Source: an optimization exercise on an open RTL-to-GDS flow (aim: small area). Production flows keep margins and buffers that such runs may drop. Only simulation tests tie the RTL to the original design; equivalence was not proved. No activity file was given, so power comes from the tool's default toggle rates.

==> branch nickel: inputs <==
==> flow/design.v <==
`timescale 1ns/1ps
`default_nettype none
module host_link_top (
  input  wire logic        BUS_CLK,
  input  wire logic        rst_n,
  input  wire logic        wr_wren,
  input  wire logic [31:0] wr_data,
  output logic             wr_full,
  input  wire logic        rd_rden,
  output logic      [31:0] rd_data,
  output logic             rd_empty,
  output logic             rd_eof,
  output logic             app_running,
  output logic             app_error
);
  localparam logic [1:0] cls_nop   = 2'd0;
  localparam logic [1:0] cls_start = 2'd1;
  localparam logic [1:0] cls_bad   = 2'd2;
  localparam logic [1:0] cls_cfg   = 2'd3;
  logic [4:0]  c_cnt;       
  logic [1:0]  wph;         
  logic [1:0]  wcls;        
  logic [5:0]  cw;          
  logic [5:0]  cr;          
  logic [1:0]  word_cnt;    
  logic        cmd_valid;
  logic [31:0] p_mem [6];
  logic [31:0] e_mem [6];
  logic [5:0]  cfg_mem;
  logic        accept;
  logic        pop;
  logic        take;
  logic [1:0]  hcls;
  logic [31:0] p_in;
  logic [31:0] cp;          
  logic [31:0] ce;          
  logic        c_is_cfg;
  logic        c_start;
  logic        c_bad;
  assign accept  = wr_wren && (c_cnt != 5'd16);
  assign pop     = (c_cnt != 5'd0) && !cmd_valid;
  assign wr_full = (c_cnt >= 5'd14);
  always_comb begin
    if (wr_data[15:8] == 8'h00)                               hcls = cls_nop;
    else if (wr_data[15:0] == 16'h0108)                       hcls = cls_cfg;
    else if (wr_data[15:0] == 16'h0908)                       hcls = cls_start;
    else                                                      hcls = cls_bad;
  end
  assign p_in = {(wcls == cls_cfg) ? wr_data[31:30] : wcls, wr_data[29:0]};
  always_comb begin
    cp       = '0;
    ce       = '0;
    c_is_cfg = 1'b0;
    for (int i = 0; i < 6; i++) begin
      cp       = cp | ({32{cr[i]}} & p_mem[i]);
      ce       = ce | ({32{cr[i]}} & e_mem[i]);
      c_is_cfg = c_is_cfg | (cr[i] & cfg_mem[i]);
    end
  end
  assign c_start = !c_is_cfg && (cp[31:30] == cls_start);
  assign c_bad   = !c_is_cfg && (cp[31:30] == cls_bad);
  always_ff @(posedge BUS_CLK or negedge rst_n) begin
    if (!rst_n) begin
      c_cnt     <= '0;
      wph       <= '0;
      cw        <= 6'b000001;
      cr        <= 6'b000001;
      word_cnt  <= '0;
      cmd_valid <= 1'b0;
    end else begin
      if (accept && !pop)      c_cnt <= c_cnt + 5'd1;
      else if (!accept && pop) c_cnt <= c_cnt - 5'd1;
      if (accept) begin
        wph <= (wph == 2'd2) ? 2'd0 : wph + 2'd1;
        if (wph == 2'd2) cw <= {cw[4:0], cw[5]};
      end
      if (take) begin
        cmd_valid <= 1'b0;
        cr        <= {cr[4:0], cr[5]};
      end
      if (pop) begin
        if (word_cnt == 2'd2) begin
          word_cnt  <= 2'd0;
          cmd_valid <= 1'b1;
        end else begin
          word_cnt <= word_cnt + 2'd1;
        end
      end
    end
  end
  always_ff @(posedge BUS_CLK) begin
    if (accept && wph == 2'd0) wcls <= hcls;
    for (int i = 0; i < 6; i++) begin
      if (accept && wph == 2'd1 && cw[i]) begin
        p_mem[i]   <= p_in;
        cfg_mem[i] <= (wcls == cls_cfg);
      end
      if (accept && wph == 2'd2 && cw[i]) e_mem[i] <= wr_data;
    end
  end
  logic        running;
  logic        waiting;     
  logic        cfgv;        
  logic [15:0] stride;
  logic [31:0] expbits;
  logic [15:0] expc;
  logic [15:0] rem;         
  logic [15:0] pace;
  logic        first;       
  logic        done_seen;
  logic        frame_wren;
  logic        f_high;
  assign take        = cmd_valid && (!running || !c_is_cfg);
  assign frame_wren  = running && !waiting && !f_high;
  assign app_running = running;
  always_ff @(posedge BUS_CLK or negedge rst_n) begin
    if (!rst_n) begin
      running   <= 1'b0;
      waiting   <= 1'b0;
      cfgv      <= 1'b0;
      stride    <= '0;
      expbits   <= '0;
      done_seen <= 1'b0;
      app_error <= 1'b0;
    end else begin
      if (take) begin
        if (c_is_cfg) begin   
          stride  <= cp[31:16];
          expbits <= ce;
          cfgv    <= 1'b1;
        end
        if (c_bad) app_error <= 1'b1;
        if (c_start) begin
          if (running)                   app_error <= 1'b1;
          else if (cp[15:0] == 16'd0)    done_seen <= 1'b1;
          else                           running   <= 1'b1;
        end
      end
      if (frame_wren) begin
        if (rem == 16'd1) begin
          running   <= 1'b0;
          done_seen <= 1'b1;
        end else if (cfgv && expc[15:1] != 15'd0) begin
          waiting <= 1'b1;
        end
      end
      if (waiting && pace == 16'd2) waiting <= 1'b0;
    end
  end
  always_ff @(posedge BUS_CLK) begin
    if (take && c_is_cfg) expc <= cp[15:0];
    if (take && c_start && !running) begin
      rem   <= cp[15:0];
      first <= 1'b1;
    end
    if (frame_wren) begin
      rem   <= rem - 16'd1;
      first <= 1'b0;
      pace  <= expc;
    end else if (waiting) begin
      pace <= pace - 16'd1;
    end
  end
  logic [2:0]  f_cnt;
  logic [5:0]  fw;
  logic [5:0]  fr;
  logic        half;        
  logic [15:0] ridx;        
  logic [15:0] fs_mem [6];
  logic [31:0] fe_mem [6];
  logic [5:0]  ff_mem;
  logic [15:0] hs;
  logic [31:0] he;
  logic        hf;
  logic [15:0] hidx;
  logic        rtake;
  logic        frame_rden;
  assign f_high     = f_cnt[2] && f_cnt[1];   
  assign rd_empty   = (f_cnt == 3'd0);
  assign rtake      = rd_rden && !rd_empty;
  assign frame_rden = rtake && half;
  assign rd_eof     = !running && done_seen && rd_empty;   
  always_comb begin
    hs = '0;
    he = '0;
    hf = 1'b0;
    for (int i = 0; i < 6; i++) begin
      hs = hs | ({16{fr[i]}} & fs_mem[i]);
      he = he | ({32{fr[i]}} & fe_mem[i]);
      hf = hf | (fr[i] & ff_mem[i]);
    end
  end
  assign hidx    = hf ? 16'd0 : ridx;
  assign rd_data = half ? {hidx, hs} : he;
  always_ff @(posedge BUS_CLK or negedge rst_n) begin
    if (!rst_n) begin
      f_cnt <= '0;
      fw    <= 6'b000001;
      fr    <= 6'b000001;
      half  <= 1'b0;
    end else begin
      if (frame_wren && !frame_rden)      f_cnt <= f_cnt + 3'd1;
      else if (!frame_wren && frame_rden) f_cnt <= f_cnt - 3'd1;
      if (frame_wren) fw <= {fw[4:0], fw[5]};
      if (frame_rden) fr <= {fr[4:0], fr[5]};
      if (rtake) half <= !half;
    end
  end
  always_ff @(posedge BUS_CLK) begin
    for (int i = 0; i < 6; i++) begin
      if (frame_wren && fw[i]) begin
        fs_mem[i] <= stride;
        fe_mem[i] <= expbits;
        ff_mem[i] <= first;
      end
    end
    if (frame_rden) ridx <= hidx + 16'd1;
  end
endmodule
`default_nettype wire
==> flow/run.sh <==
#!/bin/bash
# synth_recipe.tcl (not shown) runs the flow's synth.tcl, then flattens the netlist and writes it again
# the make line also repeats each setting of config.mk as NAME=value (left out here)
make -C /OpenROAD-flow-scripts/flow DESIGN_CONFIG=/design/flow/config.mk WORK_HOME=/design/flow/orfs CLKGATE_MAP_FILE= SYNTH_SCRIPT=/design/flow/synth_recipe.tcl finish
==> flow/config.mk <==
export PLATFORM = sky130hd
export DESIGN_NAME = host_link_top
export DESIGN_NICKNAME = host_link_top
export VERILOG_FILES = /design/flow/design.v
export SDC_FILE = /design/flow/constraint.sdc
export NUM_CORES = 4
export LEC_CHECK = 0
export CAP_MARGIN = 20
export CORE_MARGIN = 2
export CORE_UTILIZATION = 65
export CTS_BUF_LIST = sky130_fd_sc_hd__clkbuf_4 sky130_fd_sc_hd__clkbuf_8
export SLEW_MARGIN = 20
==> flow/constraint.sdc <==
create_clock -name core_clock -period 6.0 [get_ports {BUS_CLK}]
set_input_delay 1.2000 -clock core_clock [delete_from_list [all_inputs] [get_ports {BUS_CLK}]]
set_output_delay 1.2000 -clock core_clock [all_outputs]
set_load 0.01 [all_outputs]
==> branch lagoon (differences from branch nickel) <==
--- a/flow/design.v
+++ b/flow/design.v
@@ -22,3 +22,3 @@
   logic [1:0]  wcls;        
-  logic [5:0]  cw;          
+  logic [2:0]  cw;          
   logic [5:0]  cr;          
@@ -65,3 +65,3 @@
       wph       <= '0;
-      cw        <= 6'b000001;
+      cw        <= '0;
       cr        <= 6'b000001;
@@ -74,3 +74,3 @@
         wph <= (wph == 2'd2) ? 2'd0 : wph + 2'd1;
-        if (wph == 2'd2) cw <= {cw[4:0], cw[5]};
+        if (wph == 2'd2) cw <= (cw == 3'd5) ? 3'd0 : cw + 3'd1;
       end
@@ -93,3 +93,3 @@
     for (int i = 0; i < 6; i++) begin
-      if (accept && wph == 2'd1 && cw[i]) begin
+      if (accept && wph == 2'd1 && cw == 3'(i)) begin
         p_mem[i]   <= p_in;
@@ -97,3 +97,3 @@
       end
-      if (accept && wph == 2'd2 && cw[i]) e_mem[i] <= wr_data;
+      if (accept && wph == 2'd2 && cw == 3'(i)) e_mem[i] <= wr_data;
     end
@@ -164,3 +164,3 @@
   logic [2:0]  f_cnt;
-  logic [5:0]  fw;
+  logic [2:0]  fw;
   logic [5:0]  fr;
@@ -197,3 +197,3 @@
       f_cnt <= '0;
-      fw    <= 6'b000001;
+      fw    <= '0;
       fr    <= 6'b000001;
@@ -203,3 +203,3 @@
       else if (!frame_wren && frame_rden) f_cnt <= f_cnt - 3'd1;
-      if (frame_wren) fw <= {fw[4:0], fw[5]};
+      if (frame_wren) fw <= (fw == 3'd5) ? 3'd0 : fw + 3'd1;
       if (frame_rden) fr <= {fr[4:0], fr[5]};
@@ -210,3 +210,3 @@
     for (int i = 0; i < 6; i++) begin
-      if (frame_wren && fw[i]) begin
+      if (frame_wren && fw == 3'(i)) begin
         fs_mem[i] <= stride;
==> flow/flow/run.sh (new file) <==
#!/bin/bash
# Standard ORFS layout, with a leaner clock tree (no dummy loads, larger sink
# clusters) and the smallest buffer for the port buffers.
set -euo pipefail
CTS="-sink_clustering_enable -repair_clock_nets -dont_use_dummy_load -sink_clustering_size ${CTS_SIZE:-35} -sink_clustering_max_diameter ${CTS_DIAM:-60}"
bash standard.sh \
  "CTS_ARGS=$CTS" \
  "BUFFER_PORTS_ARGS=-buffer_cell sky130_fd_sc_hd__buf_1" \
  finish > make_finish.log 2>&1
==> flow/standard.sh (new file) <==
#!/bin/bash
# synth_recipe.tcl (not shown) runs the flow's synth.tcl, then flattens the netlist and writes it again
# the make line also repeats each setting of config.mk as NAME=value (left out here)
make -C /OpenROAD-flow-scripts/flow DESIGN_CONFIG=/design/flow/config.mk WORK_HOME=/design/flow/orfs CLKGATE_MAP_FILE= SYNTH_SCRIPT=/design/flow/synth_recipe.tcl "${@:-finish}"
- CORE_UTILIZATION: 65 -> 60
- CTS_BUF_LIST: sky130_fd_sc_hd__clkbuf_4 sky130_fd_sc_hd__clkbuf_8 -> default
removed: flow/run.sh
==> notes <==
- Between branch nickel and branch lagoon, the lower via count is in branch lagoon (gap 4.6%, measured against branch lagoon).
- Final cell count: branch lagoon is smaller than branch nickel (about 5%).
- Against branch nickel, the clock skew of branch lagoon is higher by 0.050 ns.
- Against branch lagoon, the combinational power of branch nickel is lower by about 37%.
- Sequential cell count: branch nickel is higher than branch lagoon (6).
- In branch nickel the utilization is higher than in branch lagoon, by 9.5 points.
- Of branch nickel and branch lagoon, branch nickel has the higher clock-buffer cell count (gap 171).
==> figures <==
                                                                                                               branch nickel            branch lagoon
Post-route non-filler standard cell count                                                                              2,705                    2,570
Slowest stage cell on the critical path                                                             sky130_fd_sc_hd__dfrtp_2   sky130_fd_sc_hd__buf_4
Seq_cells                                                                                                                842                      836
Relative contribution of combinational cells to total power                                                             2.7%                     5.0%
Arithmetic-cell share of the synthesized area counting full adders, half adders and majority gates                   0.5268%                  0.6106%
Number of non-clock inverters                                                                                             25                       27
Fraction of synthesis flops using an asynchronous set or reset pin                                                    10.81%                   10.17%
Final critical-path setup slack                                                                                     1.230 ns                 2.084 ns
Share of the synthesized area in the top cell type                                                                    71.84%                   72.30%
Start of the worst register-to-register path                                                                         running                    fr[3]
Data arrival time at the worst-slack endpoint                                                                        3.57 ns                  2.72 ns
Clock buf count                                                                                                          215                       44
Die area                                                                                                        0.05000 mm^2             0.05375 mm^2
Inserted Clock Buffers                                                                                                   134                       44
WL per Instance                                                                                                     26.49 um                 27.57 um
Run status                                                                                           complete, no violations  complete, no violations

==> port drivers added, routing unchanged <==
The results above use ideal ports. As a check the final layouts listed here were re-extracted and re-timed, cells and wires unchanged.
Step 1 sets driving cells, clkbuf_16 on the clock port and buf_2 on the other inputs (assumed; they add their load-dependent delay and slew).
Step 2, shift: input delay + t, output delay - t, t = (earliest + latest rising clock arrival at the registers) / 2. This alone moves slack from input paths to output paths.
Three values: no drivers, after step 1, after step 2; two values: the first two.
| run | shift t [ns] | slack for setup (ns) | worst setup path after step 2 | latest minus earliest clock arrival (ns) | pins driven straight from the clock port |
|---|---|---|---|---|---|
| branch nickel | 0.821 | 1.230 / 1.178 / 1.908 | input to register | 0.022 / 0.022 | 1 |
| branch lagoon | 0.643 | 2.084 / 2.022 / 2.665 | register to output | 0.072 / 0.072 | 1 |
After both steps setup and hold are still met in every run listed.
